From an optimization exercise on the open Yosys and OpenROAD flow, aimed at a short achievable clock period and few clock cycles per item; shortcuts taken in it are not production practice. Function was not checked in any run shown here: the RTL went through the layout flow alone. No activity file was given, so power comes from the tool's default toggle rates.

==> flow/run.sh <==
#!/bin/bash
# synth_recipe.tcl (not shown) runs the flow's synth.tcl, then flattens the netlist and writes it again
# the make line also repeats each setting of config.mk as NAME=value (left out here)
make -C /OpenROAD-flow-scripts/flow DESIGN_CONFIG=/design/flow/config.mk WORK_HOME=/design/flow/orfs CLKGATE_MAP_FILE= SYNTH_SCRIPT=/design/flow/synth_recipe.tcl finish
==> flow/config.mk <==
export PLATFORM = sky130hd
export DESIGN_NAME = lc4_cpu
export DESIGN_NICKNAME = lc4_cpu
export VERILOG_FILES = /design/flow/design.v
export SDC_FILE = /design/flow/constraint.sdc
export NUM_CORES = 4
export LEC_CHECK = 0
export ABC_CLOCK_PERIOD_IN_PS = 2000
export CAP_MARGIN = 20
export CORE_MARGIN = 2
export CORE_UTILIZATION = 40
export SETUP_SLACK_MARGIN = 3.0
export SLEW_MARGIN = 20
==> flow/constraint.sdc <==
create_clock -name core_clock -period 5.0 [get_ports {gwe}]
set_input_delay 1.0000 -clock core_clock [delete_from_list [all_inputs] [get_ports {gwe}]]
set_output_delay 1.0000 -clock core_clock [all_outputs]
set_load 0.01 [all_outputs]
==> flow/design.v <==
package lc4_pkg;
   typedef logic [15:0] word_t;      
   typedef logic [2:0]  reg_sel_t;   
   typedef logic [2:0]  nzp_t;       
   localparam word_t RESET_PC = 16'h8200;
   localparam word_t NOP_INSN = 16'h0000;   
   typedef enum logic [1:0] {
      BUBBLE_NONE     = 2'd0,
      BUBBLE_MISPRED  = 2'd2,
      BUBBLE_LOAD_USE = 2'd3
   } bubble_t;
   typedef struct packed {
      word_t    pc;
      word_t    insn;
      bubble_t  bubble;
      logic     rf_we;
      reg_sel_t rd;
      word_t    rf_data;
      logic     nzp_we;
      nzp_t     nzp;
   } wb_trace_t;
endpackage
`timescale 1ns/1ps
module lc4_processor (
   input  logic               gwe,
   input  logic               i_rst_n,
   output lc4_pkg::word_t     o_imem_addr,
   input  lc4_pkg::word_t     i_imem_insn,
   output lc4_pkg::word_t     o_dmem_addr,
   input  lc4_pkg::word_t     i_dmem_rdata,
   output logic               o_dmem_we,
   output lc4_pkg::word_t     o_dmem_wdata,
   output lc4_pkg::wb_trace_t o_wb
);
   function automatic lc4_pkg::nzp_t nzp_of(input lc4_pkg::word_t value);
      logic neg;
      logic zero;
      neg  = value[15];
      zero = (value == 16'h0000);
      nzp_of = {neg, zero, !neg && !zero};
   endfunction
   lc4_pkg::word_t pc_q;               
   lc4_pkg::word_t rf [8];
   lc4_pkg::nzp_t  nzp_q;              
   logic           x_valid;
   lc4_pkg::word_t x_pc;
   lc4_pkg::word_t x_insn;
   lc4_pkg::word_t x_a;                
   lc4_pkg::word_t x_b;                
   lc4_pkg::word_t x_c;                
   logic           x_fa, x_fb, x_fc;   
   logic           x_we;
   lc4_pkg::reg_sel_t x_rd;
   logic           x_is_and;
   logic           x_is_load;
   logic           x_is_store;
   logic           x_is_br;
   logic           x_pred;
   lc4_pkg::nzp_t  x_mask;
   lc4_pkg::word_t x_target;
   lc4_pkg::word_t x_pcp1;
   logic           m_valid;
   lc4_pkg::word_t m_pc;
   lc4_pkg::word_t m_insn;
   logic           m_we;
   lc4_pkg::reg_sel_t m_rd;
   logic           m_is_load;
   lc4_pkg::word_t m_result;
   lc4_pkg::word_t m_addr;
   logic           m_store;
   lc4_pkg::word_t m_wdata;
   lc4_pkg::bubble_t w_bubble;
   lc4_pkg::word_t w_pc;
   lc4_pkg::word_t w_insn;
   logic           w_we;
   lc4_pkg::reg_sel_t w_rd;
   lc4_pkg::word_t w_data;
   lc4_pkg::nzp_t  w_nzp;
   lc4_pkg::word_t m_val;              
   logic           m_wr;
   assign m_val = m_is_load ? i_dmem_rdata : m_result;
   assign m_wr  = m_valid && m_we;
   assign o_dmem_addr  = m_addr;
   assign o_dmem_we    = m_store;
   assign o_dmem_wdata = m_wdata;
   lc4_pkg::word_t op_a, op_b, op_c, sum, res;
   lc4_pkg::nzp_t  nzp_eff;
   logic           taken, mispred;
   lc4_pkg::word_t redirect;
   assign op_a = x_fa ? m_val : x_a;
   assign op_b = x_fb ? m_val : x_b;
   assign op_c = x_fc ? m_val : x_c;
   assign sum  = op_a + op_b;
   assign res  = x_is_and ? (op_a & op_b) : sum;
   assign nzp_eff  = m_wr ? nzp_of(m_val) : nzp_q;
   assign taken    = (x_mask & nzp_eff) != 3'b000;
   assign mispred  = x_valid && x_is_br && (taken != x_pred);
   assign redirect = taken ? x_target : x_pcp1;
   lc4_pkg::word_t insn;
   logic [3:0]     op;
   logic           f_add_imm, f_add_reg, f_and, f_ldr, f_str, f_const, f_br;
   logic           f_we, f_use_a, f_b_reg;
   logic           f_pred;
   lc4_pkg::reg_sel_t f_rs, f_rt, f_rc;
   lc4_pkg::word_t rs_v, rt_v, rc_v, f_b;
   lc4_pkg::word_t pcp1, target;
   assign insn = i_imem_insn;
   assign op   = insn[15:12];
   assign f_rs = insn[8:6];
   assign f_rt = insn[2:0];
   assign f_rc = insn[11:9];
   assign f_add_imm = (op == 4'b0001) && insn[5];
   assign f_add_reg = (op == 4'b0001) && (insn[5:3] == 3'b000);
   assign f_and     = (op == 4'b0101) && (insn[5:3] == 3'b000);
   assign f_ldr     = (op == 4'b0110);
   assign f_str     = (op == 4'b0111);
   assign f_const   = (op == 4'b1001);
   assign f_br      = (op == 4'b0000) && (insn[11:9] != 3'b000) && (insn[8:0] != 9'd0);
   assign f_we      = f_add_imm || f_add_reg || f_and || f_ldr || f_const;
   assign f_use_a   = f_add_imm || f_add_reg || f_and || f_ldr || f_str;
   assign f_b_reg   = f_add_reg || f_and;
   assign f_pred    = f_br && (insn[8] ||
                               (insn[11] && insn[10]) || (insn[11] && insn[9]) ||
                               (insn[10] && insn[9]));
   assign rs_v = (m_wr && (m_rd == f_rs)) ? m_val : rf[f_rs];
   assign rt_v = (m_wr && (m_rd == f_rt)) ? m_val : rf[f_rt];
   assign rc_v = (m_wr && (m_rd == f_rc)) ? m_val : rf[f_rc];
   always_comb begin
      if (f_b_reg) begin
         f_b = rt_v;
      end else if (f_add_imm) begin
         f_b = {{11{insn[4]}}, insn[4:0]};
      end else if (f_const) begin
         f_b = {{7{insn[8]}}, insn[8:0]};
      end else begin
         f_b = {{10{insn[5]}}, insn[5:0]};   
      end
   end
   assign pcp1   = pc_q + 16'd1;
   assign target = pcp1 + {{7{insn[8]}}, insn[8:0]};
   assign o_imem_addr = pc_q;
   always_ff @(posedge gwe or negedge i_rst_n) begin
      if (!i_rst_n) begin
         pc_q    <= lc4_pkg::RESET_PC;
         nzp_q   <= 3'b010;
         x_valid <= 1'b0;
         m_valid <= 1'b0;
         m_store <= 1'b0;
         m_addr  <= 16'h0000;
         m_wdata <= 16'h0000;
         w_bubble <= lc4_pkg::BUBBLE_MISPRED;
         w_we    <= 1'b0;
         for (int i = 0; i < 8; i++) begin
            rf[i] <= 16'h0000;
         end
      end else begin
         if (mispred) begin
            pc_q <= redirect;
         end else if (f_pred) begin
            pc_q <= target;
         end else begin
            pc_q <= pcp1;
         end
         x_valid <= !mispred;
         m_valid <= x_valid;
         m_store <= x_valid && x_is_store;
         m_addr  <= (x_valid && (x_is_load || x_is_store)) ? sum : 16'h0000;
         m_wdata <= (x_valid && x_is_store) ? op_c : 16'h0000;
         if (m_wr) begin
            rf[m_rd] <= m_val;
            nzp_q    <= nzp_of(m_val);
         end
         w_bubble <= m_valid ? lc4_pkg::BUBBLE_NONE : lc4_pkg::BUBBLE_MISPRED;
         w_we     <= m_wr;
      end
   end
   always_ff @(posedge gwe) begin
      x_pc       <= pc_q;
      x_insn     <= insn;
      x_a        <= f_const ? 16'h0000 : rs_v;
      x_b        <= f_b;
      x_c        <= rc_v;
      x_fa       <= x_valid && x_we && (x_rd == f_rs) && f_use_a;
      x_fb       <= x_valid && x_we && (x_rd == f_rt) && f_b_reg;
      x_fc       <= x_valid && x_we && (x_rd == f_rc) && f_str;
      x_we       <= f_we;
      x_rd       <= f_rc;
      x_is_and   <= f_and;
      x_is_load  <= f_ldr;
      x_is_store <= f_str;
      x_is_br    <= f_br;
      x_pred     <= f_pred;
      x_mask     <= insn[11:9];
      x_target   <= target;
      x_pcp1     <= pcp1;
      m_pc       <= x_pc;
      m_insn     <= x_insn;
      m_we       <= x_we;
      m_rd       <= x_rd;
      m_is_load  <= x_is_load;
      m_result   <= res;
      w_pc       <= m_pc;
      w_insn     <= m_insn;
      w_rd       <= m_rd;
      w_data     <= m_val;
      w_nzp      <= nzp_of(m_val);
   end
   assign o_wb.pc      = w_pc;
   assign o_wb.insn    = w_insn;
   assign o_wb.bubble  = w_bubble;
   assign o_wb.rf_we   = w_we;
   assign o_wb.rd      = w_rd;
   assign o_wb.rf_data = w_data;
   assign o_wb.nzp_we  = w_we;
   assign o_wb.nzp     = w_nzp;
endmodule
`timescale 1ns/1ps
module lc4_cpu (
   input  logic        gwe,
   input  logic        i_rst_n,
   output logic [15:0] o_imem_addr,
   input  logic [15:0] i_imem_insn,
   output logic [15:0] o_dmem_addr,
   input  logic [15:0] i_dmem_rdata,
   output logic        o_dmem_we,
   output logic [15:0] o_dmem_wdata,
   output logic [15:0] o_wb_pc,
   output logic [15:0] o_wb_insn,
   output logic [1:0]  o_wb_bubble,
   output logic        o_wb_rf_we,
   output logic [2:0]  o_wb_rd,
   output logic [15:0] o_wb_rf_data,
   output logic        o_wb_nzp_we,
   output logic [2:0]  o_wb_nzp
);
   lc4_pkg::wb_trace_t wb;
   lc4_processor i_lc4_processor (
      .gwe          (gwe),
      .i_rst_n      (i_rst_n),
      .o_imem_addr  (o_imem_addr),
      .i_imem_insn  (i_imem_insn),
      .o_dmem_addr  (o_dmem_addr),
      .i_dmem_rdata (i_dmem_rdata),
      .o_dmem_we    (o_dmem_we),
      .o_dmem_wdata (o_dmem_wdata),
      .o_wb         (wb)
   );
   assign o_wb_pc      = wb.pc;
   assign o_wb_insn    = wb.insn;
   assign o_wb_bubble  = wb.bubble;
   assign o_wb_rf_we   = wb.rf_we;
   assign o_wb_rd      = wb.rd;
   assign o_wb_rf_data = wb.rf_data;
   assign o_wb_nzp_we  = wb.nzp_we;
   assign o_wb_nzp     = wb.nzp;
endmodule
==> key figures, run 1 <==
Route
  • Initial DRC Count: 1,970
  • # DRC: 0
  • WL final: 72.1 mm
  • Drt pass-1 iters: 8
  • Via count: 16,918
  • Post-DRT Antenna Nets: 0
  • Via density: 5.89
  • Avg WL per Cell: 25.1 um

Floorplanning
  • Die width: 216 um
  • IO Count: 141
  • Core footprint: 44,300 sq um
  • Die Y: 216 um
  • Initial core utilization: 40.7%
  • Die ar.: 46,800 sq um
  • FP Rows: 77

Timing
  • Final period utilization: 60.5%
  • Unrepaired setup endpoints after global routing: yes
  • Final TNS setup: 0 ns
  • Final count of hold timing violations: 0
  • Period minus WS final: 3.03 ns
  • Final Max Tran Viols: 0
  • Relative slew slack: 32.7%
  • FMAX: 330 MHz
  • Final Skew: 0.0288 ns
  • Final Setup Violations: 0
  • Hold_ws: 0.324 ns
  • Actual slew at the worst max-slew pin: 1.01 ns

Final layout
  • Most flops, register: i_lc4_processor.rf
  • Max FFs per register: 128
  • Multi-input gate area: 10,200 sq um
  • Reg area: 9100 sq um
  • Area Growth Syn to Fin: 46.1%
  • Cell Count, Final, Fillers Out: 2,872
  • Total Nets Final: 2,314
  • Fillers: 3,514
  • Non-Filler Cell Area, Final: 26,300 sq um
  • Layout cell share with drive strength beyond 1: 37.2%

Place
  • Placed Area: 20,500 sq um
  • Dpl cells: 2,559
  • DPL Wire Length: 38.2 mm
  • Routability cong.: 0.920
  • IO buf count: 139

Power
  • Comb pwr share: 41.5%
  • Sw frac: 36.4%
  • Final Power: 14,600 uW
  • Net Sw Power: 5310 uW
  • Seq pwr share: 35.0%
  • Static leakage: 0.0110 uW
  • Cell-internal power: 9290 uW
  • Clk pwr share: 23.6%
  • PD cells: 555 nW/um^2
  • Worst IR Drop VDD: 286 uV

Synth
  • Synth Net Count: 1,995
  • Ys flop type: dfxtp_1
  • Sequential-to-total area share from yosys stat: 50.1%
  • Synth Cell Area: 18,000 sq um
  • Yosys cell types: 78
  • Total number of yosys warnings: 2
  • EDFF count, synth: 0
  • Mean area per synthesized cell: 9.37 sq um
  • Async set-reset flop share out of synthesis: 45.4%
  • Mapped Cells: 1,924
  • Yosys reg bits: 405

GRT
  • Tot GR Track Use: 29.4%
  • Grt total ovfl: 0
  • First-pass GRT wire length: 104 mm
  • Vias in the first global route: 16,162
  • Pin count of the biggest net entering global routing: 115
  • Initial antenna violation count: 0

Clock network
  • Clk sink count: 405
  • TritonCTS Buffers: 44
  • Clock Tree Root: clkbuf_16
  • Clock H-tree levels: 2
  • Later-pin clock latency in the skew report: 0.61 ns
  • Hold Buf Count CTS: 0
  • Maximum root-to-sink buffer count: 3
  • Clock-pin slew on the worst setup and hold paths: 0.06 ns
  • CTS tree: done

Hold path
  • Worst min path class: reg -> reg
  • Worst Hold End: i_lc4_processor.m_insn[8]$_DFF_P_
  • Min-delay src: i_lc4_processor.x_insn[8]$_DFF_P_
  • Hold-critical path depth: 0

Run
  • Total of max-cap violations: 0

Worst setup path
  • CP endpoint kind: flop
  • R2r endpoint: i_lc4_processor.m_result[14]$_DFF_P_
  • Worst r2r src: i_lc4_processor.m_is_load$_DFF_P_
  • Critical path data required time: 5.43 ns
  • Crit path DAT: 3.46 ns
  • Kind of critical path: reg -> reg
  • Startpoint types: flop
  • R2r worst-path depth: 16
  • R2R Setup Slk: 1.97 ns
  • Crit path max fanout: 5
  • Crit. Startpoint: i_lc4_processor.m_is_load$_DFF_P_

Run status
  • Status: no timing/DRC/antenna violations
## critical path, cell delays in order (launching register included)
cell      delay (ns)
dfxtp_4         0.38
buf_6           0.12
mux2i_1         0.11
buf_4           0.15
a21oi_2         0.12
ha_2            0.20
buf_4           0.11
inv_2           0.03
fa_2            0.37
nor2b_2         0.15
o21ai_2         0.08
a21oi_2         0.23
o41ai_4         0.10
o211ai_1        0.27
a41oi_2         0.16
xor2_1          0.21
o21ai_1         0.07
## kinds of logic (layout without fill, tap and decap cells)
| kind of cell | Yosys count | count (layout) | share of synthesized area (%) |
|---|---|---|---|
| buffers and inverters | 206 | 557 | 4.54 |
| and+or+nand+nor | 550 | 554 | 13.3 |
| muxes | 128 | 128 | 8.80 |
| xor gates and xnor gates | 61 | 61 | 3.01 |
| AOI/OAI and AO/OA | 535 | 535 | 17.5 |
| other | 1 | 2 | 0.0208 |
| adders and majority gates | 38 | 38 | 2.71 |
| DFF | 405 | 405 | 50.1 |
## area by class of cell
cell class                      count  area share, %
Multi-Input combinational cell   1317           38.6
Sequential cell                   405           34.6
Timing Repair Buffer              409           17.1
Inverter                           66           1.11
Clock inverter                      9          0.580
Antenna cell                        1        0.00950
Clock buffer                       73           5.25
Tap cell                          592           2.81
## power groups by stage
stage / clock network (uW) / registers [uW] / logic [uW]
after floorplan: 0 / 4980 / 2850
after global placement: 0 / 5090 / 4160
after detailed placement: 0 / 5130 / 4230
after CTS: 3480 / 5070 / 5160
after global routing: 3620 / 5210 / 6430
final: 3440 / 5110 / 6060
## how the worst max path moves through the flow
| stage | end | slack [ns] | cells past startpoint |
|---|---|---|---|
| floorplan | i_lc4_processor.m_result[14]$_DFF_P_ | 1.75 | 14 |
| global route | i_lc4_processor.m_result[15]$_DFF_P_ | 1.83 | 14 |
| finish | i_lc4_processor.m_result[14]$_DFF_P_ | 1.97 | 16 |
| CTS | i_lc4_processor.m_result[15]$_DFF_P_ | 2.08 | 12 |
| global placement | i_lc4_processor.m_result[13]$_DFF_P_ | 0.79 | 13 |
| detailed placement | i_lc4_processor.m_result[13]$_DFF_P_ | 0.80 | 13 |
## metal layers
metal | track usage (%) | part of all wire, % | wire length (um)
met1 | 38.3 | 39 | 28300
met2 | 44.3 | 44 | 31600
met3 | 8.84 | 11 | 7910
met4 | 15.3 | 5.9 | 4230
met5 | 0 | 0 | 0
## cell usage after synthesis (4+ instances only)
cell type	count	area (sq um)
a221oi_1	22	193
buf_4	7	52.6
o21ai_0	110	551
or2_2	4	25.0
o31ai_1	4	30.0
nand3_1	21	105
a21oi_1	243	1220
o21bai_1	6	45.0
dfstp_2	4	105
or3_1	10	62.6
a22o_1	9	78.8
clkbuf_1	112	420
o221ai_1	4	35.0
dfxtp_1	221	4420
buf_1	16	60.1
o41ai_1	4	35.0
ha_1	35	438
xnor2_1	36	315
a31oi_1	5	31.3
nor3_1	34	170
o211ai_1	8	60.1
nand2b_1	9	56.3
mux2i_1	91	911
and3_1	8	50.1
o21ai_1	14	70.1
nor2b_1	16	100
mux4_2	22	495
a211oi_1	29	218
a21o_1	9	67.6
dfrtp_1	180	4500
nor4_1	11	68.8
mux2_2	14	158
a22oi_1	13	97.6
inv_1	53	199
nor2_1	267	1000
nand3b_1	4	30.0
nand2_1	137	514
inv_2	10	37.5
nand4_1	9	56.3
xor2_1	24	210
o22ai_1	31	194
and2_1	7	43.8
## cell usage in the layout, fill, tap and decap left out, types with 50 or more instances in the layout
cell type	synthesis	routed
buf_6	2	110
a21oi_1	243	185
nor2_1	267	242
mux2i_1	91	84
buf_2	3	54
buf_4	7	152
o21ai_0	110	50
dfxtp_1	221	189
nand2_1	137	130
o21ai_1	14	57
dfrtp_1	180	170
## metrics by stage
step / util [%] / worst slack, ns
6_report: 59.4 / 1.97
5_1_grt: 59.4 / 1.83
4_1_cts: 56.0 / 2.08
3_5_place_dp: 46.3 / 0.800
3_3_place_gp: 46.3 / 0.787
2_1_floorplan: - / 1.75
## what timing repair did
action / CTS / global route
endpoints found under the setup margin: 287 / 229
cloned: 23 / 4
pin swaps: 82 / 125
gates resized for setup: 792 / 212
buffers inserted: 148 / 54
==> run 2, diff against run 1 <==
--- a/flow/design.v
+++ b/flow/design.v
@@ -45,2 +45,4 @@
    logic           x_valid;
+   logic           x_lu;               
+   logic           m_lu;
    lc4_pkg::word_t x_pc;
@@ -50,3 +52,3 @@
    lc4_pkg::word_t x_c;                
-   logic           x_fa, x_fb, x_fc;   
+   logic           x_fc;               
    logic           x_we;
@@ -89,5 +91,5 @@
    lc4_pkg::word_t redirect;
-   assign op_a = x_fa ? m_val : x_a;
-   assign op_b = x_fb ? m_val : x_b;
-   assign op_c = x_fc ? m_val : x_c;
+   assign op_a = x_a;
+   assign op_b = x_b;
+   assign op_c = x_fc ? i_dmem_rdata : x_c;
    assign sum  = op_a + op_b;
@@ -103,2 +105,3 @@
    logic           f_pred;
+   logic           f_fa, f_fb, f_fc, f_lc, stall;
    lc4_pkg::reg_sel_t f_rs, f_rt, f_rc;
@@ -127,2 +130,7 @@
    assign rc_v = (m_wr && (m_rd == f_rc)) ? m_val : rf[f_rc];
+   assign f_fa  = x_valid && x_we && (x_rd == f_rs) && f_use_a;
+   assign f_fb  = x_valid && x_we && (x_rd == f_rt) && f_b_reg;
+   assign f_fc  = x_valid && x_we && (x_rd == f_rc) && f_str;
+   assign stall = x_is_load && (f_fa || f_fb);
+   assign f_lc  = x_is_load && f_fc;
    always_comb begin
@@ -146,2 +154,4 @@
          x_valid <= 1'b0;
+         x_lu    <= 1'b0;
+         m_lu    <= 1'b0;
          m_valid <= 1'b0;
@@ -158,2 +168,4 @@
             pc_q <= redirect;
+         end else if (stall) begin
+            pc_q <= pc_q;
          end else if (f_pred) begin
@@ -163,3 +175,4 @@
          end
-         x_valid <= !mispred;
+         x_valid <= !mispred && !stall;
+         x_lu    <= !mispred && stall;
          m_valid <= x_valid;
@@ -172,3 +185,5 @@
          end
-         w_bubble <= m_valid ? lc4_pkg::BUBBLE_NONE : lc4_pkg::BUBBLE_MISPRED;
+         m_lu     <= !x_valid && x_lu;
+         w_bubble <= m_valid ? lc4_pkg::BUBBLE_NONE :
+                     (m_lu ? lc4_pkg::BUBBLE_LOAD_USE : lc4_pkg::BUBBLE_MISPRED);
          w_we     <= m_wr;
@@ -179,8 +194,6 @@
       x_insn     <= insn;
-      x_a        <= f_const ? 16'h0000 : rs_v;
-      x_b        <= f_b;
-      x_c        <= rc_v;
-      x_fa       <= x_valid && x_we && (x_rd == f_rs) && f_use_a;
-      x_fb       <= x_valid && x_we && (x_rd == f_rt) && f_b_reg;
-      x_fc       <= x_valid && x_we && (x_rd == f_rc) && f_str;
+      x_a        <= f_const ? 16'h0000 : (f_fa ? res : rs_v);
+      x_b        <= f_fb ? res : f_b;
+      x_c        <= f_fc ? res : rc_v;
+      x_fc       <= f_lc;
       x_we       <= f_we;
==> run 2 against run 1 <==
Effect of this change: register-to-register slack worse by 0.10 ns; routed wire length decreased by 3.1%; synthesized area is 1.9% higher; clock skew grew 0.0021 ns; total power up 0.23%; fmax decreased by 4.8%; worst setup slack worse by 0.15 ns; first-iteration DRC count fell by 16%; via count fell by 0.41%; core utilization is 2.0 points lower; highest routed layer unchanged; combinational power is 2% higher; worst hold slack about the same.
==> key figures, run 2 <==
Run status
  • Status: no timing/DRC/antenna violations (unchanged)

GRT
  • First-pass GRT wire length: 99.1 mm (was 104 mm)
  • Pin count of the biggest net entering global routing: 100 (was 115)
  • Grt total ovfl: 0 (unchanged)
  • Tot GR Track Use: 27.6% (was 29.4%)
  • Initial antenna violation count: 0 (unchanged)
  • Vias in the first global route: 15,907 (was 16,162)

Power
  • Sw frac: 36.6% (was 36.4%)
  • Net Sw Power: 5360 uW (was 5310 uW)
  • Seq pwr share: 35.5% (was 35.0%)
  • Cell-internal power: 9280 uW (was 9290 uW)
  • Comb pwr share: 42.3% (was 41.5%)
  • Worst IR Drop VDD: 299 uV (was 286 uV)
  • PD cells: 562 nW/um^2 (was 555 nW/um^2)
  • Final Power: 14,600 uW (about the same)
  • Static leakage: 0.0108 uW (was 0.0110 uW)
  • Clk pwr share: 22.3% (was 23.6%)

Floorplanning
  • IO Count: 141 (unchanged)
  • FP Rows: 78 (was 77)
  • Die ar.: 47,600 sq um (was 46,800 sq um)
  • Die Y: 218 um (was 216 um)
  • Initial core utilization: 40.5% (was 40.7%)
  • Core footprint: 45,400 sq um (was 44,300 sq um)
  • Die width: 218 um (was 216 um)

Timing
  • Unrepaired setup endpoints after global routing: yes (unchanged)
  • Final Max Tran Viols: 0 (unchanged)
  • Final Skew: 0.0310 ns (was 0.0288 ns)
  • Period minus WS final: 3.18 ns (was 3.03 ns)
  • Final period utilization: 63.6% (was 60.5%)
  • Final count of hold timing violations: 0 (unchanged)
  • Relative slew slack: 39.8% (was 32.7%)
  • FMAX: 314 MHz (was 330 MHz)
  • Actual slew at the worst max-slew pin: 0.903 ns (was 1.01 ns)
  • Setup ws final: 1.82 ns (was 1.97 ns)
  • Final TNS setup: 0 ns (unchanged)
  • Final Setup Violations: 0 (unchanged)

Synth
  • EDFF count, synth: 0 (unchanged)
  • Async set-reset flop share out of synthesis: 46.1% (was 45.4%)
  • Sequential-to-total area share from yosys stat: 49.4% (was 50.1%)
  • Synth Net Count: 2,015 (was 1,995)
  • Yosys cell types: 72 (was 78)
  • Total number of yosys warnings: 2 (unchanged)
  • Ys flop type: dfxtp_1 (unchanged)
  • Mean area per synthesized cell: 9.45 sq um (was 9.37 sq um)
  • Yosys top cell area share: 24.9% (was 25.0%)
  • Synth Cell Area: 18,400 sq um (was 18,000 sq um)
  • Largest cells by area after synthesis: dfrtp_1 (25%), dfxtp_1 (24%), a21oi_1 (6.0%) (was dfrtp_1 (25%), dfxtp_1 (25%), a21oi_1 (6.7%))
  • Largest area contributor in the netlist: dfrtp_1 (unchanged)
  • Most common cell in the netlist: nor2_1 (unchanged)
  • Synth cell count leaders: nor2_1 (247), a21oi_1 (219), dfxtp_1 (219) (was nor2_1 (267), a21oi_1 (243), dfxtp_1 (221))
  • Mapped Cells: 1,944 (was 1,924)
  • Yosys reg bits: 406 (was 405)

Worst setup path
  • R2R Setup Slk: 1.87 ns (was 1.97 ns)
  • Kind of critical path: in -> reg (was reg -> reg)
  • CP endpoint kind: flop (unchanged)
  • Crit path DAT: 3.62 ns (was 3.46 ns)
  • Startpoint types: primary input (was flop)
  • Worst r2r src: i_lc4_processor.pc_q[1]$_DFFE_PN0N_ (was i_lc4_processor.m_is_load$_DFF_P_)
  • Crit path max fanout: 6 (was 5)
  • Crit. Startpoint: i_dmem_rdata[1] (was i_lc4_processor.m_is_load$_DFF_P_)
  • R2r endpoint: i_lc4_processor.pc_q[13]$_DFFE_PN0N_ (was i_lc4_processor.m_result[14]$_DFF_P_)
  • Critical path data required time: 5.44 ns (was 5.43 ns)
  • R2r worst-path depth: 12 (was 16)

Place
  • Routability cong.: 0.896 (was 0.920)
  • IO buf count: 140 (was 139)
  • Place WS: 0.700 ns (was 0.800 ns)
  • DPL Wire Length: 40.7 mm (was 38.2 mm)

Route
  • Initial DRC Count: 1,656 (was 1,970)
  • Via density: 5.87 (was 5.89)
  • Drt pass-1 iters: 6 (was 8)
  • Via count: 16,849 (was 16,918)
  • WL final: 69.9 mm (was 72.1 mm)
  • Avg WL per Cell: 24.4 um (was 25.1 um)
  • # DRC: 0 (unchanged)
  • Post-DRT Antenna Nets: 0 (unchanged)

Final layout
  • Most flops, register: i_lc4_processor.rf (unchanged)
  • Area Growth Syn to Fin: 41.9% (was 46.1%)
  • Total Nets Final: 2,305 (was 2,314)
  • Most frequent cells in the layout: nor2_1 (216), a21oi_1 (187), dfxtp_1 (183) (was nor2_1 (242), dfxtp_1 (189), a21oi_1 (185))
  • Most common cell after layout, fill and taps aside: nor2_1 (unchanged)
  • Max FFs per register: 128 (unchanged)
  • Layout cell share with drive strength beyond 1: 35.7% (was 37.2%)
  • Diodes inserted: 0 (was 1)

Clock network
  • Clk sink count: 406 (was 405)
  • Later-pin clock latency in the skew report: 0.60 ns (was 0.61 ns)
  • Maximum root-to-sink buffer count: 3 (unchanged)
  • Clock Tree Root: clkbuf_16 (unchanged)
  • CTS tree: done (unchanged)
  • TritonCTS Buffers: 43 (was 44)
  • Clock-pin slew on the worst setup and hold paths: 0.06 ns (about the same)
  • Clock H-tree levels: 2 (unchanged)

Hold path
  • Min-delay src: i_lc4_processor.x_pc[4]$_DFF_P_ (was i_lc4_processor.x_insn[8]$_DFF_P_)
  • Worst Hold End: i_lc4_processor.m_pc[4]$_DFF_P_ (was i_lc4_processor.m_insn[8]$_DFF_P_)
  • Hold-critical path depth: 0 (unchanged)
  • Worst min path class: reg -> reg (unchanged)

Run
  • Total of max-cap violations: 0 (unchanged)
## run 2: cell count changes in the layout (fill, tap and decap cells not counted), sizes merged, moves of 10 or more
cell   delta
nor3b    +15
a21oi    -24
nand2    +27
o21a     +11
inv      -20
xor2     +10
buf      -30
a31oi    +16
xnor2    -14
nor2     -23
## run 2: worst max-delay path, cell delays in order
cell and delay, ns:
buf_8 0.10, or4b_4 0.53, o22a_4 0.26, a2111oi_4 0.26, buf_4 0.20, mux2i_4 0.32, buf_6 0.14, mux2_4 0.35
nand2_8 0.14, a2bb2oi_1 0.20, o21ai_1 0.10
## run 2: how the worst max path moves through the flow
stage	slack, ns	cells after the start	end
2_1_floorplan	1.71	10	i_lc4_processor.pc_q[1]$_DFFE_PN0N_
3_3_place_gp	0.78	9	i_lc4_processor.pc_q[2]$_DFFE_PN0N_
3_5_place_dp	0.70	9	i_lc4_processor.pc_q[4]$_DFFE_PN0N_
4_1_cts	1.91	14	i_lc4_processor.pc_q[15]$_DFFE_PN1N_
5_1_grt	1.75	11	i_lc4_processor.pc_q[5]$_DFFE_PN0N_
6_report	1.82	11	i_lc4_processor.pc_q[5]$_DFFE_PN0N_
## run 2: through the flow
| step | area, sq um | util [%] | instances | hold slack (ns) |
|---|---|---|---|---|
| final | 26100 | 57.4 | 2869 | 0.324 |
| after global routing | 26100 | 57.4 | 2869 | 0.330 |
| after CTS | 24300 | 53.5 | 2791 | 0.325 |
| after detailed placement | 20700 | 45.6 | 2598 | 0.312 |
| after global placement | 20700 | 45.6 | 2598 | 0.310 |
| after floorplan | 19100 | - | 1944 | 0.310 |
## run 2: cells by family (layout without fill, tap and decap cells)
| family | Yosys count | after routing | synth area share [%] |
|---|---|---|---|
| simple gates | 576 | 579 | 14.0 |
| compound gates | 551 | 551 | 18.3 |
| flops | 406 | 406 | 49.4 |
| buf+inv | 184 | 506 | 4.03 |
| mux | 132 | 132 | 8.91 |
| xor+xnor | 57 | 57 | 2.72 |
| fa+ha+maj | 38 | 38 | 2.66 |
## run 2: layer usage
| metal | routed length, um | part of all wire [%] | track usage [%] | vias up |
|---|---|---|---|---|
| li1 | - | - | - | 7489 |
| met1 | 28100 | 40 | 37.6 | 8118 |
| met2 | 31100 | 44 | 42.3 | 984 |
| met3 | 7250 | 10 | 6.78 | 258 |
| met4 | 3440 | 4.9 | 10.8 | 0 |
| met5 | 0 | 0 | 0 | - |
## run 2: area by class of cell
cell class | count | area (sq um)
clock buffer | 62 | 1300
tap | 600 | 751
timing repair buffer | 378 | 4050
clock inverter | 18 | 139
fill | 3761 | 19300
sequential | 406 | 9140
multi-input combinational | 1357 | 10500
inverter | 48 | 205
## run 2: timing repair
| item | in CTS | in global routing |
|---|---|---|
| gates cloned | 15 | 9 |
| endpoints found under the setup margin | 327 | 259 |
| hold endpoints to repair | 0 | 0 |
| buffers inserted | 98 | 69 |
| pin swaps | 87 | 100 |
| gates resized for setup | 823 | 227 |
| hold buffers | 0 | 0 |
## run 2: power groups by stage
stage	sequential [uW]	clock [uW]	combinational, uW
finish	5190	3260	6190
global route	5310	3430	6580
CTS	5140	3290	5220
detailed placement	5220	0	4300
global placement	5190	0	4230
floorplan	5060	0	2750

separate check: timing with driven ports:
No port has a modelled driver above. Below, the same layouts with a new extraction and two added sets of constraints.
Step 1 assumes that a clkbuf_16 drives the clock port and a buf_2 every other input.
Step 2, shift: input delay + t, output delay - t, t = (earliest + latest rising clock arrival at the registers) / 2. This alone moves slack from input paths to output paths.
Slacks: no drivers / after step 1 / after step 2; pairs: no drivers / after step 1.
run | shift t [ns] | setup slack, ns | worst setup path at the end | clock arrival spread, ns | cell pins on the clock port's net
run 1 | 0.657 | 1.974 / 1.974 / 1.375 | input to register | 0.029 / 0.030 | 1
run 2 | 0.643 | 1.820 / 1.830 / 1.186 | input to register | 0.032 / 0.031 | 1
After both steps every run listed still meets setup and hold. For run 2, which loses most, drivers alone change the setup slack by +0.010 ns; drivers and shift together by -0.634 ns.
